This is an optimization exercise on Yosys and OpenROAD, whose aim is small area and a short achievable clock period, not a production implementation.
RTL that was checked went through simulation tests only; none was proved equivalent to the original.
The RTL of runs 1 to 3 and 5 was laid out without a check of its function.
No activity file was given, so power comes from the tool's default toggle rates.

## flow/flow/run.sh

```bash
#!/bin/bash
# The standard layout, with plain buf_1 cells as the port buffers
# (buffer_ports otherwise picks clkdlybuf4s50_1, a slow delay cell).
set -euo pipefail
bash standard.sh BUFFER_PORTS_ARGS="-buffer_cell sky130_fd_sc_hd__buf_1" finish > flow_make.log 2>&1
```

## flow/standard.sh

```bash
#!/bin/bash
# synth_recipe.tcl (not shown) runs the flow's synth.tcl, then flattens the netlist and writes it again
# the make line also repeats each setting of config.mk as NAME=value (left out here)
make -C /OpenROAD-flow-scripts/flow DESIGN_CONFIG=/design/flow/config.mk WORK_HOME=/design/flow/orfs CLKGATE_MAP_FILE= SYNTH_SCRIPT=/design/flow/synth_recipe.tcl "${@:-finish}"
```

## flow/config.mk

```make
export PLATFORM = sky130hd
export DESIGN_NAME = lcd_ahb_regs
export DESIGN_NICKNAME = lcd_ahb_regs
export VERILOG_FILES = /design/flow/design.v
export SDC_FILE = /design/flow/constraint.sdc
export NUM_CORES = 4
export LEC_CHECK = 0
export CAP_MARGIN = 20
export CORE_MARGIN = 2
export CORE_UTILIZATION = 60
export CTS_BUF_LIST = sky130_fd_sc_hd__clkbuf_4 sky130_fd_sc_hd__clkbuf_8
export SETUP_SLACK_MARGIN = 2.6
export SLEW_MARGIN = 20
export SYNTH_HIERARCHICAL = 1
export SYNTH_MINIMUM_KEEP_SIZE = 0
```

## flow/constraint.sdc

```tcl
create_clock -name core_clock -period 5.0 [get_ports {HCLK}]
set_input_delay 1.0000 -clock core_clock [delete_from_list [all_inputs] [get_ports {HCLK}]]
set_output_delay 1.0000 -clock core_clock [all_outputs]
set_load 0.01 [all_outputs]
```

## flow/design.v

```verilog
package lcd_regs_pkg;
	localparam logic [1:0] IDLE   = 2'b00;
	localparam logic [1:0] BUSY   = 2'b01;
	localparam logic [1:0] NONSEQ = 2'b10;
	localparam logic [1:0] SEQ    = 2'b11;
	localparam logic [1:0] OKAY  = 2'b00;
	localparam logic [1:0] ERROR = 2'b01;
	localparam logic [1:0] RETRY = 2'b10;
	localparam logic [1:0] SPLIT = 2'b11;
	localparam logic [1:0] CTRL_ST  = 2'b00;
	localparam logic [1:0] WR_OP_ST = 2'b01;
	localparam logic [1:0] RD_OP_ST = 2'b10;
	localparam int DATA_W     = 32;
	localparam int OFFS_W     = 24;
	localparam int WORD_IDX_W = 3;
	localparam int BANK_WORDS = 1 << WORD_IDX_W;
	localparam int MAX_BANKS = 4;
	localparam logic [MAX_BANKS*OFFS_W-1:0] BANK_BASE = {
		24'hE11400,
		24'hE11000,
		24'hE10C00,
		24'hE10000
	};
endpackage
module reg_word_next (
	input  logic        hold,
	input  logic        we,
	input  logic [31:0] q,
	input  logic [31:0] wdata,
	output logic [31:0] d
);
	assign d = (q & {32{hold}}) | (wdata & {32{we}});
endmodule
module rd_aoi3 (
	input  logic [2:0]  s,
	input  logic [31:0] a,
	input  logic [31:0] b,
	input  logic [31:0] c,
	output logic [31:0] yn
);
	assign yn = ~(({32{s[0]}} & a) | ({32{s[1]}} & b) | ({32{s[2]}} & c));
endmodule
module rd_aoi2 (
	input  logic [1:0]  s,
	input  logic [31:0] a,
	input  logic [31:0] b,
	output logic [31:0] yn
);
	assign yn = ~(({32{s[0]}} & a) | ({32{s[1]}} & b));
endmodule
module rd_or6n (
	input  logic [6*32-1:0] pn,
	output logic [31:0]     y
);
	always_comb begin
		y = '0;
		for (int i = 0; i < 6; i++) begin
			y = y | ~pn[i*32 +: 32];
		end
	end
endmodule
module lcd_ahb_regs #(
	parameter int NUM_BANKS = 2
) (
	input  logic                     HCLK,
	input  logic                     HRESET,
	input  logic                     HSEL,
	input  logic [31:0]              HADDR,
	input  logic                     HWRITE,
	input  logic [1:0]               HTRANS,
	input  logic [31:0]              HWDATA,
	output logic [31:0]              HRDATA,
	output logic                     HREADY,
	output logic [1:0]               HRESP,
	output logic [NUM_BANKS*256-1:0] regs
);
	localparam int OFFS_W = lcd_regs_pkg::OFFS_W;
	localparam int LO     = 5;
	localparam int NW     = 16;    
	logic          accept;
	logic [NW-1:0] asel;    
	assign accept = HSEL && (HTRANS == lcd_regs_pkg::NONSEQ);
	for (genvar b = 0; b < 2; b++) begin : g_match
		localparam logic [OFFS_W-1:0] BASE = lcd_regs_pkg::BANK_BASE[b*OFFS_W +: OFFS_W];
		logic bank_match;
		assign bank_match = (HADDR[OFFS_W-1:LO] == BASE[OFFS_W-1:LO]);
		for (genvar w = 0; w < 8; w++) begin : g_word
			assign asel[b*8 + w] = bank_match && (HADDR[4:2] == w);
		end
	end
	logic dp_q;
	logic wr_q;
	logic nwr_q;
	always_ff @(posedge HCLK or posedge HRESET) begin
		if (HRESET) begin
			dp_q  <= 1'b0;
			wr_q  <= 1'b0;
			nwr_q <= 1'b1;
		end else begin
			dp_q  <= accept;
			wr_q  <= accept && HWRITE;
			nwr_q <= !(accept && HWRITE);
		end
	end
	logic [1:0] bank_q;
	logic [2:0] word_q;
	always_ff @(posedge HCLK) begin
		bank_q[0] <= |asel[7:0];
		bank_q[1] <= |asel[15:8];
		word_q    <= HADDR[4:2];
	end
	logic [NW-1:0]    we;
	logic [NW-1:0]    hold;
	logic [NW*32-1:0] regs_d;
	for (genvar i = 0; i < NW; i++) begin : g_reg
		assign we[i]   = wr_q && bank_q[i/8] && (word_q == i%8);
		assign hold[i] = nwr_q || !bank_q[i/8] || (word_q != i%8);
		reg_word_next u_next (
			.hold  (hold[i]),
			.we    (we[i]),
			.q     (regs[i*32 +: 32]),
			.wdata (HWDATA),
			.d     (regs_d[i*32 +: 32])
		);
	end
	always_ff @(posedge HCLK or posedge HRESET) begin
		if (HRESET) begin
			regs <= '0;
		end else begin
			regs <= regs_d;
		end
	end
	logic [NW:0]     rsel;    
	logic [6*32-1:0] part_n;
	logic [31:0]     rdata_q;
	assign rsel[NW-1:0] = asel & ~we;
	assign rsel[NW]     = |(asel & we);
	for (genvar j = 0; j < 5; j++) begin : g_rd
		rd_aoi3 u_aoi (
			.s  (rsel[j*3 +: 3]),
			.a  (regs[(j*3 + 0)*32 +: 32]),
			.b  (regs[(j*3 + 1)*32 +: 32]),
			.c  (regs[(j*3 + 2)*32 +: 32]),
			.yn (part_n[j*32 +: 32])
		);
	end
	rd_aoi2 u_aoi_last (
		.s  (rsel[NW -: 2]),
		.a  (regs[(NW-1)*32 +: 32]),
		.b  (HWDATA),
		.yn (part_n[5*32 +: 32])
	);
	logic [31:0] rdata_d;
	rd_or6n u_or (
		.pn (part_n),
		.y  (rdata_d)
	);
	always_ff @(posedge HCLK) begin
		rdata_q <= rdata_d;
	end
	assign HRDATA = rdata_q;
	assign HREADY = dp_q || accept;
	assign HRESP  = lcd_regs_pkg::OKAY;
endmodule
```

==> results of run 1 <==
[flip-flops by register name, summed over array words and instances (netlist names)]
| register | count |
|---|---|
| bank_q | 2 |
| regs | 512 |
| word_q | 3 |
| dp_q | 1 |
| wr_q | 1 |
| rdata_q | 32 |
| nwr_q | 1 |
[power by group through the flow]
stage                     Clock [mW]  Combinational [mW]  Sequential (mW)
after CTS                       4.16               0.254             4.47
after detailed placement           0               0.245             4.55
after floorplan                    0              0.0915             4.55
after global placement             0               0.241             4.55
final                           4.15               0.261             4.48
after global routing            4.38               0.281             4.47
[layer usage]
layer	global-route usage [%]	vias to the layer above	part of all wire, %
li1	-	8077	-
met1	62.6	10300	36
met2	66.1	1872	43
met3	14.3	332	15
met4	21.9	8	6.0
met5	0	-	0.063
[modules after synthesis (local to each module, per instance)]
module | flip-flops and latches | cells inside | cell area (µm²) | copies in the design
lcd_ahb_regs | 552 | 698 | 14500 | 1
rd_aoi2 | 0 | 38 | 289 | 1
rd_aoi3 | 0 | 41 | 403 | 5
rd_or6n | 0 | 64 | 440 | 1
reg_word_next | 0 | 38 | 350 | 16
[through the flow]
stage | TNS [ns] | instances
after global routing | 0 | 2849
final | 0 | 2851
after detailed placement | 0 | 2650
after floorplan | -1539.68 | 1614
after global placement | 0 | 2650
after CTS | 0 | 2840
[worst max-delay path, stage by stage]
cell	delay, ns
sky130_fd_sc_hd__buf_6	0.10
sky130_fd_sc_hd__nor4b_4	0.32
sky130_fd_sc_hd__nand4_4	0.19
sky130_fd_sc_hd__buf_6	0.17
sky130_fd_sc_hd__buf_6	0.11
sky130_fd_sc_hd__buf_6	0.11
sky130_fd_sc_hd__nor4_4	0.30
sky130_fd_sc_hd__a32oi_2	0.12
sky130_fd_sc_hd__o2111ai_4	0.28
sky130_fd_sc_hd__buf_12	0.18
sky130_fd_sc_hd__buf_12	0.14
sky130_fd_sc_hd__a22oi_2	0.05
sky130_fd_sc_hd__and4_1	0.25
sky130_fd_sc_hd__nand3_1	0.10
[synth_stat cells (2+ instances only)]
master                     instances
sky130_fd_sc_hd__nor3_1           16
sky130_fd_sc_hd__nand4_1           2
sky130_fd_sc_hd__inv_1             3
sky130_fd_sc_hd__or3_1             2
sky130_fd_sc_hd__clkbuf_1         10
sky130_fd_sc_hd__nor4_1            6
sky130_fd_sc_hd__nand3_1          41
sky130_fd_sc_hd__a22oi_1          32
sky130_fd_sc_hd__nor2b_1           3
sky130_fd_sc_hd__dfxtp_1          37
sky130_fd_sc_hd__nor2_1           24
sky130_fd_sc_hd__nand2b_1          6
sky130_fd_sc_hd__buf_4             2
sky130_fd_sc_hd__dfrtp_1         514
sky130_fd_sc_hd__nand3b_1          3
sky130_fd_sc_hd__xor2_1            2
sky130_fd_sc_hd__a222oi_1        160
sky130_fd_sc_hd__or2_2             2
sky130_fd_sc_hd__buf_6           129
sky130_fd_sc_hd__a22o_2           32
sky130_fd_sc_hd__and4_1           32
sky130_fd_sc_hd__buf_2            19
sky130_fd_sc_hd__a22o_1          480
sky130_fd_sc_hd__nand2_1          21
sky130_fd_sc_hd__or3b_1            3
sky130_fd_sc_hd__or3_4             2
sky130_fd_sc_hd__o21ai_0           2
sky130_fd_sc_hd__nand4b_1          2
sky130_fd_sc_hd__nor3_2            8
[layout make-up]
| type | instances | area, µm² |
|---|---|---|
| repair buffers | 727 | 3620 |
| clock inverters | 12 | 91.3 |
| clock buffers | 144 | 1840 |
| inverters | 3 | 15.0 |
| fillers | 2697 | 9430 |
| well taps | 511 | 639 |
| flip-flops and latches | 552 | 13600 |
| multi-input cells | 898 | 8280 |
| diodes | 4 | 10.0 |
[cells in the final DEF, fill, tap and decap left out, types with 12 or more instances in the layout]
cell / count
sky130_fd_sc_hd__and4_4: 18
sky130_fd_sc_hd__buf_4: 85
sky130_fd_sc_hd__a22o_2: 32
sky130_fd_sc_hd__nand2_1: 16
sky130_fd_sc_hd__buf_1: 585
sky130_fd_sc_hd__dfxtp_1: 34
sky130_fd_sc_hd__dfrtp_1: 514
sky130_fd_sc_hd__nand3_1: 18
sky130_fd_sc_hd__and4_1: 14
sky130_fd_sc_hd__nand3_2: 18
sky130_fd_sc_hd__buf_6: 21
sky130_fd_sc_hd__nor2_4: 13
sky130_fd_sc_hd__buf_12: 12
sky130_fd_sc_hd__clkbuf_8: 122
sky130_fd_sc_hd__a222oi_1: 160
sky130_fd_sc_hd__a22oi_2: 30
sky130_fd_sc_hd__a22o_1: 480
sky130_fd_sc_hd__clkbuf_4: 22
[timing repair]
action,in CTS,in global routing
hold buffers,0,0
buffers inserted,31,3
gates cloned,3,4
setup endpoints to repair,180,143
gates resized for setup,74,99
pin swaps,29,46
[kinds of logic after synthesis]
family	after synthesis	synth area share, %
xor+xnor	2	0.0768
flops	552	59.7
compound gates	713	28.2
buf+inv	164	7.08
other cells	1	0.0164
simple gates	181	4.94
[path summary, 6_finish.rpt]
path,startpoint,endpoint,slack [ns],cells after the start
max,HADDR[13],rdata_q[19],2.16,14
min,regs[163],regs[163],0.53,1
max reg2reg,word_q[0],rdata_q[2],2.22,8
min reg2reg,regs[163],regs[163],0.53,1
max in group asynchronous,HRESET,regs[284],3.27,3
min in group asynchronous,HRESET,regs[64],0.54,2
==> metrics.md, run 1 <==
| Metric | Value |
|---|---|
| Warnings from Yosys | `8` |
| Synthesis-to-layout area growth | `23.3%` |
| Upper clock frequency limit | `352 MHz` |
| DIE HEIGHT | `199 µm` |
| Number of global-route vias before repair | `19.1k` |
| Instance area after placement | `25,100 µm²` |
| Part of the power in registers | `50.3%` |
| Sequential fraction of the synthesis area | `59.7%` |
| ANT nets after route | `0` |
| Net count of the finished layout | `between 2k and 2.5k` |
| Global route overflow | `0` |
| Data required time at the worst endpoint | `5.58 ns` |
| Largest cells by area after synthesis | `sky130_fd_sc_hd__dfrtp_1 (56%), sky130_fd_sc_hd__a22o_1 (18%), sky130_fd_sc_hd__a222oi_1 (7.0%), sky130_fd_sc_hd__buf_6 (6.4%), sky130_fd_sc_hd__dfxtp_1 (3.2%)` |
| Inserted Clock Buffers | `89` |
| Site row count | `71` |
| Number of buffers added on ports | `604` |
| Average size of a mapped cell | `~14 µm²` |
| CTS tree | `built` |
| Hold Violations, Final | `0` |
| Type of the worst min-delay path | `reg2reg` |
| Clock Root Buffer | `sky130_fd_sc_hd__clkbuf_8` |
| Arrival time reported for the critical path endpoint | `3.42 ns` |
| Most area-hungry cell type in the Yosys netlist | `sky130_fd_sc_hd__dfrtp_1` |
| Half-perimeter wire length after placement | `62,100 µm` |
| DRT Wirelength | `between 90,000 and 100,000 µm` |
| Startpoint-to-endpoint class of the critical path | `in2reg` |
| Final worst-path cycle share | `about 57%` |
| Number of enable-type register cells in the synthesized netlist | `0` |
| Die footprint | `~40,000 µm²` |
| Area share of the leading cell type in the synthesized netlist | `56.3%` |
| Final setup violation count | `0` |
| Instance count of the mapped netlist | `1,613` |
| Wire length per cell | `32.8 µm` |
| Width of the die | `199 µm` |
| Highest net fanout along the worst path | `5` |
| CTS Buffer Depth | `3` |
| Setup ws final | `2.16 ns` |
| Most used DFF post-synth | `sky130_fd_sc_hd__dfrtp_1` |
| Clock-pin slew on the worst setup and hold paths | `around 0.060 ns` |
| Clock Skew | `roughly 0.036 ns` |
| Boundary Pins | `617` |
| Unrepaired setup endpoints after global routing | `yes` |
| Switching power total | `2.00 mW` |
| Worst slew margin relative to its limit | `21.9%` |
| Transition time at the pin with the least slew margin | `1.17 ns` |
| Cell internal power dissipation | `6.89 mW` |
| Crit end category | `flip-flop` |
| Maximum resistive drop on vdd | `~0.00022 V` |
| Initial standard-cell utilization of the core | `60.7%` |
| Switching Share | `22.5%` |
| Number of distinct standard cells referenced by the synthesized netlist | `47` |
| FFs w/ async S/R, synth | `93.3%` |
| Tot GR Track Use | `~46%` |
| H-Tree Depth | `3` |
| Final period demand of the worst path | `2.84 ns` |
| Max-cap viol count | `0` |
| Core Box Area | `37,600 µm²` |
| Pin count of the biggest net entering global routing | `between 100 and 150` |
| Tot Pwr | `8.89 mW` |
| Max-slew violations | `0` |
| Post-Place Worst Slack | `0.991 ns` |
| Final instance area | `28,100 µm²` |
| Mapped cell area | `22,800 µm²` |
| Outcome | `finished clean` |
| Fraction of layout cells with a size suffix above 1 | `around 20%` |
| Sinks on Clock Net | `552` |
| Number of DRC markers in iteration 0 | `between 2k and 3k` |
| Vias after detailed routing | `20.6k` |
| Comb power frac | `2.9%` |
| #FFs+latches synth | `552` |
| PwrDens | `316 nW/µm²` |
| Number of remaining DRC errors | `0` |
| Global-route wire length before repair | `131,000 µm` |
| Share of total power in the clock network | `46.7%` |
| Last weighted congestion value of the routability-driven placer | `roughly 0.97` |
| Detailed-route vias per instance | `between 7 and 8` |
| Clock latency at the later pin of the worst-skew pair | `0.66 ns` |
| Final worst hold slack | `0.533 ns` |
| Critical Path Source Type | `primary input` |
| Leakage | `about 13 nW` |
| Fin util | `74.9%` |
| Antenna violations before repair | `7` |
| First-pass iteration count of the detailed router | `9` |
==> run 2: changes to the inputs <==
--- a/flow/design.v
+++ b/flow/design.v
@@ -22,6 +22,14 @@
 		24'hE10000
 	};
 endpackage
+module ahb_ready (
+	input  logic       hsel,
+	input  logic [1:0] htrans,
+	input  logic       dp,
+	output logic       hready
+);
+	assign hready = dp || (hsel && (htrans == lcd_regs_pkg::NONSEQ));
+endmodule
 module reg_word_next (
 	input  logic        hold,
 	input  logic        we,
@@ -78,15 +86,15 @@
 	localparam int LO     = 5;
 	localparam int NW     = 16;    
 	logic          accept;
-	logic [NW-1:0] asel;    
+	logic [1:0]    bank_match;
+	logic [7:0]    word_dec;
 	assign accept = HSEL && (HTRANS == lcd_regs_pkg::NONSEQ);
 	for (genvar b = 0; b < 2; b++) begin : g_match
 		localparam logic [OFFS_W-1:0] BASE = lcd_regs_pkg::BANK_BASE[b*OFFS_W +: OFFS_W];
-		logic bank_match;
-		assign bank_match = (HADDR[OFFS_W-1:LO] == BASE[OFFS_W-1:LO]);
-		for (genvar w = 0; w < 8; w++) begin : g_word
-			assign asel[b*8 + w] = bank_match && (HADDR[4:2] == w);
-		end
+		assign bank_match[b] = (HADDR[OFFS_W-1:LO] == BASE[OFFS_W-1:LO]);
+	end
+	for (genvar w = 0; w < 8; w++) begin : g_dec
+		assign word_dec[w] = (HADDR[4:2] == w);
 	end
 	logic dp_q;
 	logic wr_q;
@@ -105,8 +113,7 @@
 	logic [1:0] bank_q;
 	logic [2:0] word_q;
 	always_ff @(posedge HCLK) begin
-		bank_q[0] <= |asel[7:0];
-		bank_q[1] <= |asel[15:8];
+		bank_q    <= bank_match;
 		word_q    <= HADDR[4:2];
 	end
 	logic [NW-1:0]    we;
@@ -131,10 +138,18 @@
 		end
 	end
 	logic [NW:0]     rsel;    
+	logic [NW-1:0]   rd_word;
+	logic [1:0]      byp;
 	logic [6*32-1:0] part_n;
 	logic [31:0]     rdata_q;
-	assign rsel[NW-1:0] = asel & ~we;
-	assign rsel[NW]     = |(asel & we);
+	for (genvar i = 0; i < NW; i++) begin : g_rsel
+		assign rd_word[i] = word_dec[i%8] && !we[i];
+		assign rsel[i]    = bank_match[i/8] && rd_word[i];
+	end
+	for (genvar b = 0; b < 2; b++) begin : g_byp
+		assign byp[b] = wr_q && bank_q[b] && (word_q == HADDR[4:2]);
+	end
+	assign rsel[NW] = (bank_match[0] && byp[0]) || (bank_match[1] && byp[1]);
 	for (genvar j = 0; j < 5; j++) begin : g_rd
 		rd_aoi3 u_aoi (
 			.s  (rsel[j*3 +: 3]),
@@ -159,6 +174,11 @@
 		rdata_q <= rdata_d;
 	end
 	assign HRDATA = rdata_q;
-	assign HREADY = dp_q || accept;
+	ahb_ready u_ready (
+		.hsel   (HSEL),
+		.htrans (HTRANS),
+		.dp     (dp_q),
+		.hready (HREADY)
+	);
 	assign HRESP  = lcd_regs_pkg::OKAY;
 endmodule
==> run 2 against run 1 <==
Against the previous run: final cell count shrank 1.1%; still clean on timing, DRC and antenna; flip-flop and latch count is the same; clock skew shrank 0.016 ns; hold slack lost 0.11 ns; routed wire length grew 0.48%; power grew 0.77%; largest cell class unchanged; register-to-register slack lost 0.05 ns; global-route usage grew 0.74 points; clock power grew 2%; critical path depth shrank 4; critical endpoint is now rdata_q[9]; highest routed layer is now met4; sequential share of layout area grew 0.72 points.
==> metrics.md, run 2 <==
| Metric | Value |
|---|---|
| ANT nets after route | `0` |
| Synthesis-to-layout area growth | `22.6%` |
| Antenna violations before repair | `4` |
| #FFs+latches synth | `552` |
| Top cell types by occurrence after synthesis | `sky130_fd_sc_hd__dfrtp_1 (514), sky130_fd_sc_hd__a22o_1 (480), sky130_fd_sc_hd__a222oi_1 (160)` |
| Clock Root Buffer | `sky130_fd_sc_hd__clkbuf_8` |
| Ordered list of cells on the worst path | `buf_1 -> or4b_4 -> or4_4 -> buf_8 -> nor4_4 -> buf_6 -> buf_12 -> a222oi_1 -> and4_1 -> nand3_1` |
| Most used DFF post-synth | `sky130_fd_sc_hd__dfrtp_1` |
| CTS tree | `built` |
| Cell with the biggest individual delay on the critical path | `sky130_fd_sc_hd__or4b_4` |
| Instance area after placement | `25,000 µm²` |
| Fraction of layout cells with a size suffix above 1 | `16.9%` |
| Largest register FFs | `512` |
| Leakage | `roughly 12 nW` |
| Type of the worst min-delay path | `in2async` |
| Detailed-route vias per instance | `7.29` |
| Mapped cell area | `22,600 µm²` |
| Upper clock frequency limit | `roughly 350 MHz` |
| Worst slew margin relative to its limit | `23.2%` |
| Outcome | `finished clean` |
| Width of the die | `around 200 µm` |
| PwrDens | `323 nW/µm²` |
| Number of buffers added on ports | `604` |
| Tot GR Track Use | `46.3%` |
| Final period demand of the worst path | `2.90 ns` |
| Cell family contributing the most delay on the critical path | `simple AND/OR/NAND/NOR gates` |
| Initial standard-cell utilization of the core | `approximately 60%` |
| FFs w/ async S/R, synth | `93.3%` |
| Core Box Area | `~37,000 µm²` |
| Final worst-path cycle share | `57.9%` |
| Die footprint | `39,300 µm²` |
| DRT Wirelength | `94,000 µm` |
| Max-cap viol count | `0` |
| Vias after detailed routing | `20.6k` |
| H-Tree Depth | `3` |
| Data required time at the worst endpoint | `5.59 ns` |
| Last weighted congestion value of the routability-driven placer | `0.923` |
| Number of global-route vias before repair | `19.0k` |
| Number of enable-type register cells in the synthesized netlist | `0` |
| Average size of a mapped cell | `14.3 µm²` |
| Clock-pin slew on the worst setup and hold paths | `0.06 ns` |
| Number of DRC markers in iteration 0 | `3,453` |
| Crit end category | `flip-flop` |
| Global route overflow | `0` |
| Critical Path Source Type | `primary input` |
| Unrepaired setup endpoints after global routing | `yes` |
| First-pass iteration count of the detailed router | `9` |
| DIE HEIGHT | `198 µm` |
| Number of hold-repair buffers added at the cts stage | `0` |
| Sequential fraction of the synthesis area | `roughly three fifths` |
| Clock latency at the later pin of the worst-skew pair | `0.67 ns` |
| Pin count of the biggest net entering global routing | `between 150 and 200` |
| Clock Skew | `0.0205 ns` |
| Highest net fanout along the worst path | `11` |
| Count leader, synth | `sky130_fd_sc_hd__dfrtp_1` |
| Max-slew violations | `0` |
| Number of distinct standard cells referenced by the synthesized netlist | `37` |
| Warnings from Yosys | `8` |
| Slowest Stage Delay on Critical Path | `0.55 ns` |
| CTS Buffer Depth | `3` |
| Maximum resistive drop on vdd | `0.000361 V` |
| Transition time at the pin with the least slew margin | `1.15 ns` |
| Boundary Pins | `between 600 and 700` |
| Largest registers ranked by flip-flop count | `regs (512), rdata_q (32), word_q (3)` |
| Final instance area | `around 28,000 µm²` |
| Hold Violations, Final | `0` |
| Net count of the finished layout | `2,309` |
| Final worst hold slack | `0.419 ns` |
| Wire length per cell | `33.3 µm` |
| Worst path bufs/invs | `4` |
| Most area-hungry cell type in the Yosys netlist | `sky130_fd_sc_hd__dfrtp_1` |
| Total negative slack for setup checks | `0 ns` |
| Half-perimeter wire length after placement | `60,800 µm` |
| Instance count of the mapped netlist | `~1.6k` |
| Global-route wire length before repair | `132,000 µm` |
| Startpoint-to-endpoint class of the critical path | `in2reg` |
| Sinks on Clock Net | `about 550` |
| Number of remaining DRC errors | `0` |
| Arrival time reported for the critical path endpoint | `3.48 ns` |
| Area share of the leading cell type in the synthesized netlist | `56.8%` |
| Largest cells by area after synthesis | `sky130_fd_sc_hd__dfrtp_1 (57%), sky130_fd_sc_hd__a22o_1 (19%), sky130_fd_sc_hd__a222oi_1 (7.1%), sky130_fd_sc_hd__buf_6 (6.5%), sky130_fd_sc_hd__dfxtp_1 (3.3%)` |
| Inserted Clock Buffers | `87` |
| Site row count | `between 70 and 80` |
| Final setup violation count | `0` |
| Register ranked first by flip-flop count | `regs` |
| Commonest cells after routing, fill and taps aside | `sky130_fd_sc_hd__buf_1 (595), sky130_fd_sc_hd__dfrtp_1 (514), sky130_fd_sc_hd__a22o_1 (480)` |
| Leading cell type in the layout, fill and taps excluded | `sky130_fd_sc_hd__buf_1` |
[run 2: cell count changes in the layout (fill, tap and decap cells not counted), sizes merged, moves of 3 or more]
cell    previous run  this run
inv                3         0
nor3              24         2
xnor2              0         3
nand3             41        36
clkinv             9         4
nand2b             6         2
nand3b             3         6
nor3b              1         5
or2                4         0
nor4               7        14
[run 2: path summary, 6_finish.rpt]
path	startpoint	to	slack, ns	cells past startpoint
worst min register to register	regs[436]	regs[436]	0.53	1
worst max register to register	wr_q	rdata_q[27]	2.17	9
worst max-delay path	HADDR[14]	rdata_q[9]	2.10	10
min in group core_clock	HWRITE	nwr_q	0.50	2
max in group asynchronous	HRESET	regs[207]	3.20	3
worst min-delay path	HRESET	regs[73]	0.42	2
[run 2: layout make-up]
| class | instances | area (µm²) |
|---|---|---|
| diodes | 4 | 10.0 |
| clock buffers | 149 | 1840 |
| clock inverters | 7 | 110 |
| fillers | 2586 | 9660 |
| inverters | 1 | 7.51 |
| multi-input cells | 872 | 7890 |
| flip-flops and latches | 552 | 13600 |
| well taps | 511 | 639 |
| repair buffers | 725 | 3600 |
[run 2: modules after synthesis (local to each module, per instance)]
module / copies in the design / flops+latches
reg_word_next: 16 / 0
rd_aoi3: 5 / 0
rd_aoi2: 1 / 0
lcd_ahb_regs: 1 / 552
rd_or6n: 1 / 0
ahb_ready: 1 / 0
[run 2: power breakdown]
part           internal [mW]  switching [mW]
combinational         0.0480           0.205
clock                   2.45            1.79
sequential              4.46         0.00437
[run 2: cell families (layout without fill, tap and decap cells)]
group / Yosys count / count (layout) / share of synthesized area [%]
flip-flops: 552 / 552 / 60.2
buffers and inverters: 160 / 882 / 7.15
AO/OA/AOI/OAI: 706 / 706 / 28.2
other: 1 / 6 / 0.0166
XOR/XNOR: 3 / 3 / 0.116
AND/OR/NAND/NOR: 160 / 161 / 4.27
[run 2: repair_timing]
| action | 4_1_cts | 5_1_grt |
|---|---|---|
| gates cloned | 10 | 3 |
| pin swaps | 12 | 26 |
| setup endpoints to repair | 33 | 41 |
| setup buffers | 17 | 4 |
| resized for setup | 65 | 58 |
[run 2: routing by layer]
layer  vias up  routed length (µm)  GRT usage [%]
met4         0                5820           23.2
met2      1858               41500           67.7
met1     10400               33700           64.1
met5         -                   0              0
met3       332               13000           12.4
li1       7948                   -              -
[run 2: worst register-to-register path: stages (launching register included)]
cell                       delay, ns
sky130_fd_sc_hd__dfrtp_1        0.40
sky130_fd_sc_hd__nand2_2        0.32
sky130_fd_sc_hd__nor2_4         0.33
sky130_fd_sc_hd__buf_12         0.22
sky130_fd_sc_hd__nor4b_4        0.07
sky130_fd_sc_hd__buf_6          0.15
sky130_fd_sc_hd__buf_12         0.15
sky130_fd_sc_hd__a222oi_1       0.63
sky130_fd_sc_hd__and4_1         0.36
sky130_fd_sc_hd__nand3_1        0.09
[run 2: per-stage QoR]
| step | utilization, % | setup slack, ns | std cells | power [mW] |
|---|---|---|---|---|
| after CTS | 73.4 | 2.10 | 2810 | 8.94 |
| after global placement | 66.9 | 0.860 | 2627 | 4.79 |
| after global routing | 74.2 | 2.15 | 2821 | 9.18 |
| after detailed placement | 66.9 | 0.828 | 2627 | 4.79 |
| final | 74.2 | 2.10 | 2821 | 8.96 |
| after floorplan | - | -2.99 | 1583 | 4.64 |
==> run 3: changes to the inputs <==
--- a/flow/config.mk
+++ b/flow/config.mk
@@ -7,8 +7,10 @@
 export LEC_CHECK = 0
 export CAP_MARGIN = 20
 export CORE_MARGIN = 2
-export CORE_UTILIZATION = 60
-export CTS_BUF_LIST = sky130_fd_sc_hd__clkbuf_4 sky130_fd_sc_hd__clkbuf_8
+export CORE_UTILIZATION = 70
+export CTS_BUF_LIST = sky130_fd_sc_hd__clkbuf_8 sky130_fd_sc_hd__clkbuf_16
+export CTS_CLUSTER_DIAMETER = 80
+export CTS_CLUSTER_SIZE = 24
 export SETUP_SLACK_MARGIN = 2.6
 export SLEW_MARGIN = 20
 export SYNTH_HIERARCHICAL = 1
==> run 3 against run 2 <==
Against the previous run: clock power is 42% lower; combinational power up 2%; register-to-register slack lost 0.097 ns; sequential power about the same; power decreased by 20%; global-route usage rose by 7.9 points; fmax fell by 1.1%; critical path depth shrank 1; synthesized cell count did not move; critical endpoint is now rdata_q[12].
==> metrics.md, run 3 <==
| Metric | Value |
|---|---|
| Final period demand of the worst path | `2.93 ns` |
| Number of enable-type register cells in the synthesized netlist | `0` |
| Critical Path Source Type | `flip-flop` |
| End of the worst register-to-register path | `rdata_q[12]` |
| Final worst hold slack | `0.495 ns` |
| First-pass iteration count of the detailed router | `10` |
| Compound-gate portion of the synthesized area | `28.2%` |
| Most used DFF post-synth | `sky130_fd_sc_hd__dfrtp_1` |
| Warnings from Yosys | `8` |
| DRT Wirelength | `96,600 µm` |
| Top cell types by occurrence after synthesis | `sky130_fd_sc_hd__dfrtp_1 (514), sky130_fd_sc_hd__a22o_1 (480), sky130_fd_sc_hd__a222oi_1 (160)` |
| Post-synthesis share of cell area spent on full adders, half adders and majority gates | `0%` |
| Clock latency at the later pin of the worst-skew pair | `0.60 ns` |
| Net count of the finished layout | `2,266` |
| Arrival time reported for the critical path endpoint | `3.38 ns` |
| Final instance area | `26,600 µm²` |
| Clock Skew | `roughly 0.021 ns` |
| Leading cell type in the layout, fill and taps excluded | `sky130_fd_sc_hd__buf_1` |
| Max-cap viol count | `0` |
| Fraction of layout cells with a size suffix above 1 | `11.7%` |
| Clock Root Buffer | `sky130_fd_sc_hd__clkbuf_16` |
| Register ranked first by flip-flop count | `regs` |
| Average size of a mapped cell | `14.3 µm²` |
| Synthesis-to-layout area growth | `17.3%` |
| Last weighted congestion value of the routability-driven placer | `1.00` |
| Worst setup path startpoint | `word_q[0]` |
| Upper clock frequency limit | `342 MHz` |
| Area share of the leading cell type in the synthesized netlist | `56.8%` |
| Most area-hungry cell type in the Yosys netlist | `sky130_fd_sc_hd__dfrtp_1` |
| Detailed-route vias per instance | `8.17` |
| Cells on worst reg2reg path | `9` |
| Max-slew violations | `0` |
| Instance count of the mapped netlist | `1,582` |
| Number of DRC markers in iteration 0 | `4,648` |
| Die footprint | `between 30,000 and 40,000 µm²` |
| ANT nets after route | `0` |
| Final worst-path cycle share | `58.5%` |
| Count leader, synth | `sky130_fd_sc_hd__dfrtp_1` |
| Flop2flop setup slack | `2.07 ns` |
| Hold Violations, Final | `0` |
| Fillers | `between 1.5k and 2k` |
| Site row count | `65` |
| H-Tree Depth | `1` |
| Global-route wire length before repair | `133,000 µm` |
| Mapped cell area | `22,600 µm²` |
| Crit end category | `flip-flop` |
| Worst slew margin relative to its limit | `15.2%` |
| Termination of the worst setup path | `rdata_q[12]` |
| CTS Buffer Depth | `3` |
| Total negative slack for setup checks | `0 ns` |
| Global route overflow | `0` |
| Half-perimeter wire length after placement | `approximately 60,000 µm` |
| Tot GR Track Use | `54.2%` |
| Sinks on Clock Net | `552` |
| Instance area after placement | `24,800 µm²` |
| Number of buffers added on ports | `604` |
| Maximum resistive drop on vdd | `about 0.00035 V` |
| Type of the worst min-delay path | `in2async` |
| Number of remaining DRC errors | `0` |
| Core Box Area | `between 30,000 and 40,000 µm²` |
| Initial standard-cell utilization of the core | `71.3%` |
| Number of global-route vias before repair | `19.4k` |
| Launch instance of the worst register-to-register path | `word_q[0]` |
| Boundary Pins | `617` |
| Outcome | `finished clean` |
| Largest register FFs | `a little over 500` |
| Simple logic cell fraction of the synthesized area | `4.27%` |
| CTS tree | `built` |
| Antenna violations before repair | `6` |
| Sequential fraction of the synthesis area | `~60%` |
| Largest registers ranked by flip-flop count | `regs (512), rdata_q (32), word_q (3)` |
| Startpoint-to-endpoint class of the critical path | `reg2reg` |
| Commonest cells after routing, fill and taps aside | `sky130_fd_sc_hd__buf_1 (597), sky130_fd_sc_hd__dfrtp_1 (514), sky130_fd_sc_hd__a22o_1 (480)` |
| Parity-gate share of the synthesized area counting xor and xnor cells | `0.116%` |
| Data required time at the worst endpoint | `5.46 ns` |
| Number of distinct standard cells referenced by the synthesized netlist | `37` |
| Width of the die | `184 µm` |
| Clock-pin slew on the worst setup and hold paths | `about 0.10 ns` |
| Vias after detailed routing | `around 21k` |
| Highest net fanout along the worst path | `17` |
| Largest cells by area after synthesis | `sky130_fd_sc_hd__dfrtp_1 (57%), sky130_fd_sc_hd__a22o_1 (19%), sky130_fd_sc_hd__a222oi_1 (7.1%), sky130_fd_sc_hd__buf_6 (6.5%), sky130_fd_sc_hd__dfxtp_1 (3.3%)` |
| Unrepaired setup endpoints after global routing | `yes` |
| PwrDens | `270 nW/µm²` |
| Wire length per cell | `36.8 µm` |
| FFs w/ async S/R, synth | `just over 90%` |
| Mux cell area share after synthesis | `0%` |
| Final setup violation count | `0` |
| Transition time at the pin with the least slew margin | `1.27 ns` |
| DIE HEIGHT | `roughly 180 µm` |
| Inserted Clock Buffers | `27` |
| #FFs+latches synth | `552` |
| Pin count of the biggest net entering global routing | `160` |
| Combinational family with the most area after synthesis | `compound AO/OA/AOI/OAI gates` |
| Leakage | `roughly 12 nW` |
run 3: Yosys stat by module (local to each module, per instance):
module / flip-flops and latches / copies in the design / cells / area [µm²]
lcd_ahb_regs: 552 / 1 / 665 / 14300
ahb_ready: 0 / 1 / 2 / 11.3
rd_or6n: 0 / 1 / 64 / 440
rd_aoi2: 0 / 1 / 38 / 289
reg_word_next: 0 / 16 / 38 / 350
rd_aoi3: 0 / 5 / 41 / 403
run 3: worst max-delay path, cell delays in order (launching register included):
cell                       delay [ns]
sky130_fd_sc_hd__dfxtp_4         0.41
sky130_fd_sc_hd__or3b_4          0.46
sky130_fd_sc_hd__nor2_4          0.20
sky130_fd_sc_hd__buf_12          0.21
sky130_fd_sc_hd__nor4b_4         0.06
sky130_fd_sc_hd__buf_4           0.17
sky130_fd_sc_hd__buf_8           0.15
sky130_fd_sc_hd__a222oi_1        0.74
sky130_fd_sc_hd__and4_1          0.31
sky130_fd_sc_hd__nand3_1         0.08
run 3: power by group:
group          switching [mW]  internal, mW
clock                    1.45          1.00
combinational           0.212        0.0457
sequential            0.00509          4.46
total                    1.67          5.51
run 3: metrics by stage:
step | util, % | std cells | worst slack, ns | power, mW
5_1_grt | 83.7 | 2622 | 2.11 | 7.32
4_1_cts | 82.5 | 2595 | 2.09 | 7.12
3_3_place_gp | 78.3 | 2515 | 1.05 | 4.78
3_5_place_dp | 78.3 | 2515 | 1.01 | 4.79
6_report | 83.7 | 2622 | 2.07 | 7.18
2_1_floorplan | - | 1583 | -2.99 | 4.64
run 3: logic make-up after synthesis:
| logic type | after synthesis |
|---|---|
| and+or+nand+nor | 160 |
| buffers and inverters | 160 |
| other | 1 |
| xor gates and xnor gates | 3 |
| DFF | 552 |
| AOI/OAI and AO/OA | 706 |
run 3: timing repair:
item	CTS	global route
pin swaps	14	23
setup endpoints to repair	33	37
gates cloned	14	4
gates resized for setup	68	46
hold buffers	0	0
setup buffers	18	18
run 3: layout make-up:
cell class	count	area [µm²]	area share, %
Timing Repair Buffer	740	3780	14.3
Tap cell	402	503	1.89
Clock inverter	21	105	0.396
Antenna cell	5	12.5	0.0471
Clock buffer	27	676	2.54
Sequential cell	552	13600	51.4
Inverter	1	7.51	0.0283
Multi-Input combinational cell	874	7820	29.5
run 3: worst min-delay path by stage:
stage,from,end,slack [ns]
floorplan,regs[62],rdata_q[30],0.55
global placement,regs[83],rdata_q[19],0.51
detailed placement,regs[438],regs[438],0.52
CTS,HRESET,regs[447],0.51
finish,HRESET,regs[404],0.49
global route,HRESET,regs[404],0.54
run 3: metal layers:
metal / vias to the layer above / wire length, µm / part of all wire [%] / track usage [%]
li1: 7826 / - / - / -
met1: 10400 / 30000 / 31 / 70.6
met2: 2614 / 40200 / 42 / 77.9
met3: 622 / 17300 / 18 / 20.6
met4: 0 / 9160 / 9.5 / 32.3
met5: - / 0 / 0 / 0
==> run 4: changes to the inputs <==
--- a/flow/design.v
+++ b/flow/design.v
@@ -56,16 +56,20 @@
 );
 	assign yn = ~(({32{s[0]}} & a) | ({32{s[1]}} & b));
 endmodule
-module rd_or6n (
-	input  logic [6*32-1:0] pn,
+module rd_bank (
+	input  logic [3*32-1:0] pn,
+	input  logic            nomatch,
 	output logic [31:0]     y
 );
-	always_comb begin
-		y = '0;
-		for (int i = 0; i < 6; i++) begin
-			y = y | ~pn[i*32 +: 32];
-		end
-	end
+	assign y = ~((pn[0 +: 32] & pn[32 +: 32] & pn[64 +: 32]) | {32{nomatch}});
+endmodule
+module rd_final (
+	input  logic [2*32-1:0] bank_rd,
+	input  logic            byp,
+	input  logic [31:0]     wdata,
+	output logic [31:0]     y
+);
+	assign y = bank_rd[0 +: 32] | bank_rd[32 +: 32] | (wdata & {32{byp}});
 endmodule
 module lcd_ahb_regs #(
 	parameter int NUM_BANKS = 2
@@ -137,38 +141,49 @@
 			regs <= regs_d;
 		end
 	end
-	logic [NW:0]     rsel;    
-	logic [NW-1:0]   rd_word;
+	logic [NW-1:0]   rsel;      
 	logic [1:0]      byp;
-	logic [6*32-1:0] part_n;
+	logic            wbyp;      
+	logic [1:0]      bank_nomatch;
+	logic [6*32-1:0] part_n;    
+	logic [2*32-1:0] bank_rd;   
+	logic [31:0]     rdata_d;
 	logic [31:0]     rdata_q;
 	for (genvar i = 0; i < NW; i++) begin : g_rsel
-		assign rd_word[i] = word_dec[i%8] && !we[i];
-		assign rsel[i]    = bank_match[i/8] && rd_word[i];
+		assign rsel[i] = word_dec[i%8] && !we[i];
 	end
 	for (genvar b = 0; b < 2; b++) begin : g_byp
 		assign byp[b] = wr_q && bank_q[b] && (word_q == HADDR[4:2]);
 	end
-	assign rsel[NW] = (bank_match[0] && byp[0]) || (bank_match[1] && byp[1]);
-	for (genvar j = 0; j < 5; j++) begin : g_rd
-		rd_aoi3 u_aoi (
-			.s  (rsel[j*3 +: 3]),
-			.a  (regs[(j*3 + 0)*32 +: 32]),
-			.b  (regs[(j*3 + 1)*32 +: 32]),
-			.c  (regs[(j*3 + 2)*32 +: 32]),
-			.yn (part_n[j*32 +: 32])
+	assign wbyp         = (bank_match[0] && byp[0]) || (bank_match[1] && byp[1]);
+	assign bank_nomatch = ~bank_match;
+	for (genvar b = 0; b < 2; b++) begin : g_rd
+		for (genvar j = 0; j < 2; j++) begin : g_aoi
+			rd_aoi3 u_aoi (
+				.s  (rsel[b*8 + j*3 +: 3]),
+				.a  (regs[(b*8 + j*3 + 0)*32 +: 32]),
+				.b  (regs[(b*8 + j*3 + 1)*32 +: 32]),
+				.c  (regs[(b*8 + j*3 + 2)*32 +: 32]),
+				.yn (part_n[(b*3 + j)*32 +: 32])
+			);
+		end
+		rd_aoi2 u_aoi_last (
+			.s  (rsel[b*8 + 6 +: 2]),
+			.a  (regs[(b*8 + 6)*32 +: 32]),
+			.b  (regs[(b*8 + 7)*32 +: 32]),
+			.yn (part_n[(b*3 + 2)*32 +: 32])
+		);
+		rd_bank u_bank (
+			.pn      (part_n[b*3*32 +: 3*32]),
+			.nomatch (bank_nomatch[b]),
+			.y       (bank_rd[b*32 +: 32])
 		);
 	end
-	rd_aoi2 u_aoi_last (
-		.s  (rsel[NW -: 2]),
-		.a  (regs[(NW-1)*32 +: 32]),
-		.b  (HWDATA),
-		.yn (part_n[5*32 +: 32])
-	);
-	logic [31:0] rdata_d;
-	rd_or6n u_or (
-		.pn (part_n),
-		.y  (rdata_d)
+	rd_final u_final (
+		.bank_rd (bank_rd),
+		.byp     (wbyp),
+		.wdata   (HWDATA),
+		.y       (rdata_d)
 	);
 	always_ff @(posedge HCLK) begin
 		rdata_q <= rdata_d;
==> run 4 against run 3 <==
Against the previous run: flip-flop and latch count did not move; synthesized cell count rose by 2.1%; utilization fell by 1.9 points; count of clock-buffer cells in the layout rose by 2; highest routed layer is now met5; global-route usage fell by 0.39 points.
==> metrics.md, run 4 <==
| Metric | Value |
|---|---|
| Transition time at the pin with the least slew margin | `1.16 ns` |
| Worst slew margin relative to its limit | `between 20% and 30%` |
| Global route overflow | `0` |
| Unrepaired setup endpoints after global routing | `yes` |
| Core Box Area | `between 30,000 and 40,000 µm²` |
| Arrival time reported for the critical path endpoint | `~3.1 ns` |
| Outcome | `finished clean` |
| Highest net fanout along the worst path | `8` |
| CTS Buffer Depth | `3` |
| PwrDens | `277 nW/µm²` |
| Critical Path Source Type | `flip-flop` |
| First-pass iteration count of the detailed router | `11` |
| Width of the die | `185 µm` |
| Tot GR Track Use | `53.8%` |
| Data required time at the worst endpoint | `5.49 ns` |
| Clock-pin slew on the worst setup and hold paths | `0.09 ns` |
| Synthesis-to-layout area growth | `15.7%` |
| Number of global-route vias before repair | `19.5k` |
| Final worst-path cycle share | `51.9%` |
| #FFs+latches synth | `552` |
| Wire length per cell | `35.4 µm` |
| Last weighted congestion value of the routability-driven placer | `0.986` |
| Cell with the biggest individual delay on the critical path | `sky130_fd_sc_hd__a222oi_1` |
| Global-route wire length before repair | `133,000 µm` |
| Number of distinct standard cells referenced by the synthesized netlist | `38` |
| Setup ws final | `2.41 ns` |
| Warnings from Yosys | `7` |
| Fillers | `1,941` |
| Clock latency at the later pin of the worst-skew pair | `roughly 0.60 ns` |
| Boundary Pins | `617` |
| FFs w/ async S/R, synth | `93.3%` |
| Max-slew violations | `0` |
| Launch instance of the worst register-to-register path | `word_q[0]` |
| Register ranked first by flip-flop count | `regs` |
| Pin count of the biggest net entering global routing | `154` |
| Hold Violations, Final | `0` |
| Number of buffers added on ports | `604` |
| H-Tree Depth | `1` |
| Final setup violation count | `0` |
| Crit end category | `flip-flop` |
| Sequential fraction of the synthesis area | `59.7%` |
| Average size of a mapped cell | `14.1 µm²` |
| Worst setup path startpoint | `word_q[0]` |
| Site row count | `66` |
| Leakage | `11.8 nW` |
| Sinks on Clock Net | `552` |
| Max-cap viol count | `0` |
| Fraction of layout cells with a size suffix above 1 | `11.8%` |
| Initial standard-cell utilization of the core | `70.7%` |
| Global routing usage on met1 | `69.8%` |
| Half-perimeter wire length after placement | `59,000 µm` |
| DRT Wirelength | `94,900 µm` |
| Number of DRC markers in iteration 0 | `just under 4k` |
| Commonest cells after routing, fill and taps aside | `sky130_fd_sc_hd__buf_1 (595), sky130_fd_sc_hd__dfrtp_1 (513), sky130_fd_sc_hd__a22o_1 (480)` |
| Clock Skew | `0.0182 ns` |
| Leading cell type in the layout, fill and taps excluded | `sky130_fd_sc_hd__buf_1` |
| Clock Root Buffer | `sky130_fd_sc_hd__clkbuf_16` |
| Instance count of the mapped netlist | `1,616` |
| Die footprint | `34,100 µm²` |
| Startpoint-to-endpoint class of the critical path | `reg2reg` |
| Inserted Clock Buffers | `27` |
| Highest-utilization routing layer at the global route stage | `met2` |
| Most area-hungry cell type in the Yosys netlist | `sky130_fd_sc_hd__dfrtp_1` |
| ANT nets after route | `0` |
| Slowest Stage Delay on Critical Path | `0.67 ns` |
| Detailed-route vias per instance | `roughly 7.9` |
| Cell family contributing the most delay on the critical path | `compound AO/OA/AOI/OAI gates` |
| Type of the worst min-delay path | `in2async` |
| Top cell types by occurrence after synthesis | `sky130_fd_sc_hd__dfrtp_1 (514), sky130_fd_sc_hd__a22o_1 (480), sky130_fd_sc_hd__buf_6 (135)` |
| Global routing usage on met3 | `approximately a fifth` |
| Final period demand of the worst path | `~2.6 ns` |
| Area share of the leading cell type in the synthesized netlist | `56.4%` |
| Antenna violations before repair | `4` |
| CTS tree | `built` |
| Count leader, synth | `sky130_fd_sc_hd__dfrtp_1` |
| Number of remaining DRC errors | `0` |
| DIE HEIGHT | `185 µm` |
| Largest register FFs | `512` |
| Vias after detailed routing | `21.2k` |
| Tot Pwr | `7.32 mW` |
| Post-Place Worst Slack | `1.38 ns` |
| Number of enable-type register cells in the synthesized netlist | `0` |
| Ordered list of cells on the worst path | `buf_6 -> nand3b_1 -> nor2_4 -> nor3_4 -> buf_6 -> buf_8 -> a222oi_1 -> a31oi_2 -> a211o_1` |
| Largest cells by area after synthesis | `sky130_fd_sc_hd__dfrtp_1 (56%), sky130_fd_sc_hd__a22o_1 (18%), sky130_fd_sc_hd__buf_6 (6.7%), sky130_fd_sc_hd__a222oi_1 (5.6%), sky130_fd_sc_hd__dfxtp_1 (3.2%)` |
| Most common cell on crit path | `sky130_fd_sc_hd__buf_6` |
| Maximum resistive drop on vdd | `0.000264 V` |
| Met2 track demand over resource | `74.9%` |
| Mapped cell area | `22,800 µm²` |
| Largest registers ranked by flip-flop count | `regs (512), rdata_q (32), word_q (3)` |
| Worst path bufs/invs | `3` |
| Upper clock frequency limit | `385 MHz` |
| Net count of the finished layout | `2,284` |
| Most used DFF post-synth | `sky130_fd_sc_hd__dfrtp_1` |
[run 4: layout make-up]
type | count | area, µm² | share of cell area [%]
Inverter | 1 | 7.51 | 0.0284
Clock inverter | 19 | 85.1 | 0.322
Clock buffer | 29 | 703 | 2.66
Sequential cell | 552 | 13600 | 51.7
Multi-Input combinational cell | 915 | 8050 | 30.5
Tap cell | 442 | 553 | 2.09
Antenna cell | 5 | 12.5 | 0.0474
Timing Repair Buffer | 717 | 3350 | 12.7
[run 4: metal layers]
layer,vias to the layer above,share of wire [%]
li1,7901,-
met1,10300,32
met2,2374,41
met3,605,17
met4,2,10
met5,-,0.084
[run 4: what timing repair did]
item,4_1_cts,5_1_grt
pin swaps,33,37
endpoints found under the setup margin,33,36
buffers inserted,41,24
resized for setup,42,26
gates cloned,15,0
hold buffers,0,0
[run 4: worst paths after layout]
path	slack (ns)	cells after the start	end
worst max register to register	2.41	9	rdata_q[21]
worst max-delay path	2.41	9	rdata_q[21]
min in group core_clock	0.54	1	regs[334]
worst min-delay path	0.52	2	regs[42]
worst min register to register	0.54	1	regs[334]
max in group asynchronous	3.23	3	wr_q
[run 4: cell families after synthesis]
family | share of synthesized area, %
AO/OA/AOI/OAI | 30.6
XOR/XNOR | 0.115
buffers and inverters | 7.27
flip-flops | 59.7
other | 0.0164
AND/OR/NAND/NOR | 2.27
[run 4: power breakdown]
part	internal (mW)	switching [mW]	total [mW]
Sequential	4.46	0.00516	4.46
Clock	1.03	1.46	2.49
Combinational	0.0719	0.292	0.364
[run 4: per-module statistics from Yosys (local to each module, per instance)]
module,copies in the design,cells
reg_word_next,16,38
rd_bank,2,35
ahb_ready,1,2
rd_aoi3,4,41
lcd_ahb_regs,1,661
rd_aoi2,2,38
rd_final,1,35
[run 4: worst reg2reg max path, cell delays in order, from the launching register on]
cell,delay [ns]
sky130_fd_sc_hd__dfxtp_4,0.43
sky130_fd_sc_hd__buf_6,0.11
sky130_fd_sc_hd__nand3b_1,0.18
sky130_fd_sc_hd__nor2_4,0.20
sky130_fd_sc_hd__nor3_4,0.06
sky130_fd_sc_hd__buf_6,0.14
sky130_fd_sc_hd__buf_8,0.13
sky130_fd_sc_hd__a222oi_1,0.67
sky130_fd_sc_hd__a31oi_2,0.26
sky130_fd_sc_hd__a211o_1,0.32
[run 4: metrics by stage]
stage                     cells  setup TNS [ns]  util, %  cell area, µm²  hold WS, ns
after floorplan            1617        -1539.68        -           22900        0.564
after global placement     2547               0     76.3           24600        0.514
after detailed placement   2547               0     76.3           24600        0.518
after CTS                  2651               0     80.8           26100        0.543
after global routing       2680               0     81.8           26400        0.556
final                      2680               0     81.8           26400        0.520
==> run 5: changes to the inputs <==
--- a/flow/design.v
+++ b/flow/design.v
@@ -58,10 +58,10 @@
 endmodule
 module rd_bank (
 	input  logic [3*32-1:0] pn,
-	input  logic            nomatch,
+	input  logic            kill,
 	output logic [31:0]     y
 );
-	assign y = ~((pn[0 +: 32] & pn[32 +: 32] & pn[64 +: 32]) | {32{nomatch}});
+	assign y = ~((pn[0 +: 32] & pn[32 +: 32] & pn[64 +: 32]) | {32{kill}});
 endmodule
 module rd_final (
 	input  logic [2*32-1:0] bank_rd,
@@ -141,26 +141,22 @@
 			regs <= regs_d;
 		end
 	end
-	logic [NW-1:0]   rsel;      
-	logic [1:0]      byp;
+	logic [1:0]      byp;       
 	logic            wbyp;      
-	logic [1:0]      bank_nomatch;
+	logic [1:0]      bank_kill;
 	logic [6*32-1:0] part_n;    
 	logic [2*32-1:0] bank_rd;   
 	logic [31:0]     rdata_d;
 	logic [31:0]     rdata_q;
-	for (genvar i = 0; i < NW; i++) begin : g_rsel
-		assign rsel[i] = word_dec[i%8] && !we[i];
+	for (genvar b = 0; b < 2; b++) begin : g_byp
+		assign byp[b]       = wr_q && bank_q[b] && (word_q == HADDR[4:2]);
+		assign bank_kill[b] = !bank_match[b] || byp[b];
 	end
-	for (genvar b = 0; b < 2; b++) begin : g_byp
-		assign byp[b] = wr_q && bank_q[b] && (word_q == HADDR[4:2]);
-	end
-	assign wbyp         = (bank_match[0] && byp[0]) || (bank_match[1] && byp[1]);
-	assign bank_nomatch = ~bank_match;
+	assign wbyp = (bank_match[0] && byp[0]) || (bank_match[1] && byp[1]);
 	for (genvar b = 0; b < 2; b++) begin : g_rd
 		for (genvar j = 0; j < 2; j++) begin : g_aoi
 			rd_aoi3 u_aoi (
-				.s  (rsel[b*8 + j*3 +: 3]),
+				.s  (word_dec[j*3 +: 3]),
 				.a  (regs[(b*8 + j*3 + 0)*32 +: 32]),
 				.b  (regs[(b*8 + j*3 + 1)*32 +: 32]),
 				.c  (regs[(b*8 + j*3 + 2)*32 +: 32]),
@@ -168,14 +164,14 @@
 			);
 		end
 		rd_aoi2 u_aoi_last (
-			.s  (rsel[b*8 + 6 +: 2]),
+			.s  (word_dec[6 +: 2]),
 			.a  (regs[(b*8 + 6)*32 +: 32]),
 			.b  (regs[(b*8 + 7)*32 +: 32]),
 			.yn (part_n[(b*3 + 2)*32 +: 32])
 		);
 		rd_bank u_bank (
 			.pn      (part_n[b*3*32 +: 3*32]),
-			.nomatch (bank_nomatch[b]),
+			.kill    (bank_kill[b]),
 			.y       (bank_rd[b*32 +: 32])
 		);
 	end
--- a/flow/config.mk
+++ b/flow/config.mk
@@ -7,11 +7,11 @@
 export LEC_CHECK = 0
 export CAP_MARGIN = 20
 export CORE_MARGIN = 2
-export CORE_UTILIZATION = 70
+export CORE_UTILIZATION = 62
 export CTS_BUF_LIST = sky130_fd_sc_hd__clkbuf_8 sky130_fd_sc_hd__clkbuf_16
-export CTS_CLUSTER_DIAMETER = 80
-export CTS_CLUSTER_SIZE = 24
-export SETUP_SLACK_MARGIN = 2.6
+export CTS_CLUSTER_DIAMETER = 60
+export CTS_CLUSTER_SIZE = 16
+export SETUP_SLACK_MARGIN = 2.7
 export SLEW_MARGIN = 20
 export SYNTH_HIERARCHICAL = 1
 export SYNTH_MINIMUM_KEEP_SIZE = 0
==> run 5 against run 4 <==
Against the previous run: register-to-register slack gained 0.18 ns; clock skew grew 0.0056 ns; clock power grew 31%; fmax grew 3.7%; power grew 9.9%; final cell count shrank 1.0%; synthesized cell count shrank 0.68%; sequential share of layout area grew 0.21 points; largest cell class unchanged; largest power group unchanged; highest routed layer unchanged.
==> metrics.md, run 5 <==
| Metric | Value |
|---|---|
| Outcome | `finished clean` |
| Cell with the biggest individual delay on the critical path | `sky130_fd_sc_hd__o21bai_1` |
| Number of distinct standard cells referenced by the synthesized netlist | `41` |
| Leakage | `approximately 12 nW` |
| Number of hold-repair buffers added at the cts stage | `0` |
| Clock Root Buffer | `sky130_fd_sc_hd__clkbuf_16` |
| ANT nets after route | `0` |
| Number of DRC markers in iteration 0 | `3,227` |
| Largest register FFs | `512` |
| Clock-pin slew on the worst setup and hold paths | `0.07 ns` |
| Arrival time reported for the critical path endpoint | `1.50 ns` |
| Antenna violations before repair | `3` |
| Max-cap viol count | `0` |
| CTS tree | `built` |
| Width of the die | `196 µm` |
| Leading cell type in the layout, fill and taps excluded | `sky130_fd_sc_hd__buf_1` |
| Number of buffers added on ports | `604` |
| Ordered list of cells on the worst path | `buf_6 -> nand2_2 -> o21bai_1 -> buf_2` |
| Type of the worst min-delay path | `in2async` |
| Post-synthesis share of cell area spent on full adders, half adders and majority gates | `0%` |
| Number of enable-type register cells in the synthesized netlist | `0` |
| Most used DFF post-synth | `sky130_fd_sc_hd__dfrtp_1` |
| Fraction of layout cells with a size suffix above 1 | `between 10% and 20%` |
| Highest net fanout along the worst path | `2` |
| Sinks on Clock Net | `552` |
| Final setup violation count | `0` |
| Worst setup path startpoint | `HTRANS[1]` |
| Number of remaining DRC errors | `0` |
| Combinational family with the most area after synthesis | `compound AO/OA/AOI/OAI gates` |
| First-pass iteration count of the detailed router | `10` |
| Warnings from Yosys | `7` |
| Mapped cell area | `between 20,000 and 25,000 µm²` |
| Fin util | `72.1%` |
| Tot GR Track Use | `46.1%` |
| Initial standard-cell utilization of the core | `62.5%` |
| Largest cells by area after synthesis | `sky130_fd_sc_hd__dfrtp_1 (56%), sky130_fd_sc_hd__a22o_1 (18%), sky130_fd_sc_hd__buf_6 (6.7%), sky130_fd_sc_hd__a222oi_1 (5.6%), sky130_fd_sc_hd__dfxtp_1 (3.3%)` |
| Register ranked first by flip-flop count | `regs` |
| Max-slew violations | `0` |
| Critical Path Source Type | `primary input` |
| Count leader, synth | `sky130_fd_sc_hd__dfrtp_1` |
| Global-route wire length before repair | `129,000 µm` |
| Worst path bufs/invs | `2` |
| Flop2flop setup slack | `~2.6 ns` |
| Net count of the finished layout | `2,219` |
| Clock latency at the later pin of the worst-skew pair | `0.59 ns` |
| Vias after detailed routing | `20.1k` |
| Global route overflow | `0` |
| Sequential fraction of the synthesis area | `59.8%` |
| Clock Skew | `0.0239 ns` |
| Pin count of the biggest net entering global routing | `roughly 120` |
| Unrepaired setup endpoints after global routing | `yes` |
| FFs w/ async S/R, synth | `93.3%` |
| Synthesis-to-layout area growth | `15.3%` |
| Transition time at the pin with the least slew margin | `1.27 ns` |
| Launch instance of the worst register-to-register path | `bank_q[1]` |
| Instance count of the mapped netlist | `1,605` |
| Half-perimeter wire length after placement | `~60,000 µm` |
| Number of global-route vias before repair | `approximately 18k` |
| Final worst-path cycle share | `50.0%` |
| Site row count | `70` |
| Logic depth of the worst setup path including buffers | `4` |
| Boundary Pins | `around 620` |
| Core Box Area | `between 30,000 and 40,000 µm²` |
| Mux cell area share after synthesis | `0%` |
| Inserted Clock Buffers | `42` |
| Average size of a mapped cell | `14.2 µm²` |
| Worst slew margin relative to its limit | `15.2%` |
| Crit end category | `primary output` |
| End of the worst register-to-register path | `regs[287]` |
| Final instance area | `between 20,000 and 30,000 µm²` |
| Compound-gate portion of the synthesized area | `30.7%` |
| Slowest Stage Delay on Critical Path | `0.21 ns` |
| Final period demand of the worst path | `2.50 ns` |
| Detailed-route vias per instance | `roughly 7.6` |
| Last weighted congestion value of the routability-driven placer | `~0.99` |
| Cells on worst reg2reg path | `4` |
| Startpoint-to-endpoint class of the critical path | `in2out` |
| Instance area after placement | `~25,000 µm²` |
| #FFs+latches synth | `552` |
| Commonest cells after routing, fill and taps aside | `sky130_fd_sc_hd__buf_1 (590), sky130_fd_sc_hd__dfrtp_1 (514), sky130_fd_sc_hd__a22o_1 (480)` |
| H-Tree Depth | `2` |
| Die footprint | `38,300 µm²` |
| Largest registers ranked by flip-flop count | `regs (512), rdata_q (32), word_q (3)` |
| Parity-gate share of the synthesized area counting xor and xnor cells | `0.115%` |
| Maximum resistive drop on vdd | `around 0.00022 V` |
| Wire length per cell | `34.9 µm` |
| Top cell types by occurrence after synthesis | `sky130_fd_sc_hd__dfrtp_1 (514), sky130_fd_sc_hd__a22o_1 (480), sky130_fd_sc_hd__buf_6 (135)` |
| Hold Violations, Final | `0` |
| PwrDens | `306 nW/µm²` |
| Most area-hungry cell type in the Yosys netlist | `sky130_fd_sc_hd__dfrtp_1` |
| Upper clock frequency limit | `400 MHz` |
| Simple logic cell fraction of the synthesized area | `under 10%` |
| DIE HEIGHT | `about 200 µm` |
| Area share of the leading cell type in the synthesized netlist | `56.5%` |
| Data required time at the worst endpoint | `4.00 ns` |
| Cell family contributing the most delay on the critical path | `buffers and inverters` |
| DRT Wirelength | `92,500 µm` |
| CTS Buffer Depth | `3` |
[run 5: cell count changes after synthesis, moves of 2 or more]
| cell | delta |
|---|---|
| sky130_fd_sc_hd__buf_2 | +3 |
| sky130_fd_sc_hd__nor4_1 | -3 |
| sky130_fd_sc_hd__nand4b_1 | +2 |
| sky130_fd_sc_hd__nor2_1 | -10 |
| sky130_fd_sc_hd__or3b_2 | -3 |
| sky130_fd_sc_hd__clkbuf_1 | -3 |
| sky130_fd_sc_hd__nand3b_1 | -3 |
| sky130_fd_sc_hd__and3b_1 | +2 |
[run 5: where the power goes]
group	internal (mW)	switching [mW]	leakage, nW	total (mW)
registers	4.46	0.00559	7.49	4.46
clock network	1.63	1.63	0.708	3.26
logic	0.0483	0.275	3.42	0.323
[run 5: worst register-to-register path: cells and delay by family (launching register included)]
kind / cells / cell delay, ns
compound gates: 1 / 0.29
simple gates: 2 / 1.17
buf+inv: 1 / 0.42
flops: 1 / 0.43
[run 5: worst max-delay path by stage]
stage	end	slack, ns
global route	HREADY	2.53
finish	HREADY	2.50
floorplan	dp_q	-2.99
CTS	HREADY	2.51
global placement	rdata_q[17]	1.53
detailed placement	rdata_q[13]	1.47
[run 5: repair_timing]
| action | CTS | global route |
|---|---|---|
| endpoints found under the setup margin | 61 | 215 |
| gates cloned | 5 | 5 |
| gates resized for setup | 22 | 46 |
| setup buffers | 9 | 1 |
| pin swaps | 9 | 10 |
[run 5: logic make-up (layout without fill, tap and decap cells)]
logic type	Yosys count	count (layout)
other cells	1	4
xor+xnor	3	3
buf+inv	164	730
compound gates	802	802
flops	552	552
simple gates	83	93
[run 5: cell type report]
| class | count | area [µm²] |
|---|---|---|
| clock inverters | 30 | 138 |
| clock buffers | 47 | 1130 |
| fillers | 2709 | 10200 |
| diodes | 2 | 5.00 |
| well taps | 468 | 586 |
| repair buffers | 652 | 2770 |
| flip-flops and latches | 552 | 13600 |
| inverters | 1 | 7.51 |
| multi-input cells | 900 | 8010 |
[run 5: modules after synthesis (local to each module, per instance)]
module	flops+latches	times used	cells
rd_final	0	1	35
rd_aoi2	0	2	38
reg_word_next	0	16	38
lcd_ahb_regs	552	1	650
rd_aoi3	0	4	41
rd_bank	0	2	35
ahb_ready	0	1	2
[run 5: metrics by stage]
stage | setup TNS (ns) | power (mW) | hold WS [ns] | setup slack (ns) | instances
global placement | 0 | 4.85 | 0.515 | 1.53 | 2553
global route | 0 | 8.24 | 0.487 | 2.53 | 2650
finish | 0 | 8.04 | 0.472 | 2.50 | 2652
CTS | 0 | 8.03 | 0.472 | 2.51 | 2644
floorplan | -1539.68 | 4.70 | 0.564 | -2.99 | 1606
detailed placement | 0 | 4.85 | 0.520 | 1.47 | 2553
[run 5: per-layer routing]
| metal | part of all wire [%] | wire, µm | global-route usage [%] |
|---|---|---|---|
| met2 | 45 | 41400 | 69.4 |
| met5 | 0.027 | 25 | 0 |
| met3 | 13 | 12500 | 12.6 |
| met4 | 6.0 | 5530 | 20.9 |
| met1 | 36 | 33100 | 63.3 |

## what the ideal ports hide
No port has a modelled driver above. Below, the same layouts with a new extraction and two added sets of constraints.
Step 1: set_driving_cell puts a clkbuf_16 on HCLK and a buf_2 on each other input, an assumption about the parent block.
Step 2 moves the port delays by t, midway between the first and last clock arrival at a register: inputs arrive t later, outputs are due t later. That takes back most of the time a late clock gives input paths.
Slacks: ideal ports / drivers / drivers and shift; pairs: ideal ports / drivers.
| run | t, ns | slack for setup (ns) | clock arrival spread, ns | worst data-port slew with drivers (ns) |
|---|---|---|---|---|
| run 1 | 0.689 | 2.156 / 2.173 / 1.484 | 0.036 / 0.037 | 0.08 |
| run 2 | 0.709 | 2.104 / 2.137 / 1.428 | 0.024 / 0.024 | 0.09 |
| run 3 | 0.647 | 2.073 / 2.073 / 1.457 | 0.025 / 0.025 | 0.10 |
| run 4 | 0.645 | 2.406 / 2.406 / 1.775 | 0.019 / 0.019 | 0.10 |
| run 5 | 0.642 | 2.499 / 2.455 / 1.948 | 0.025 / 0.024 | 0.10 |
After both steps setup and hold are still met in every run listed. The setup slack of run 2, which loses most, moves by +0.033 ns with the drivers and by -0.676 ns with both steps.
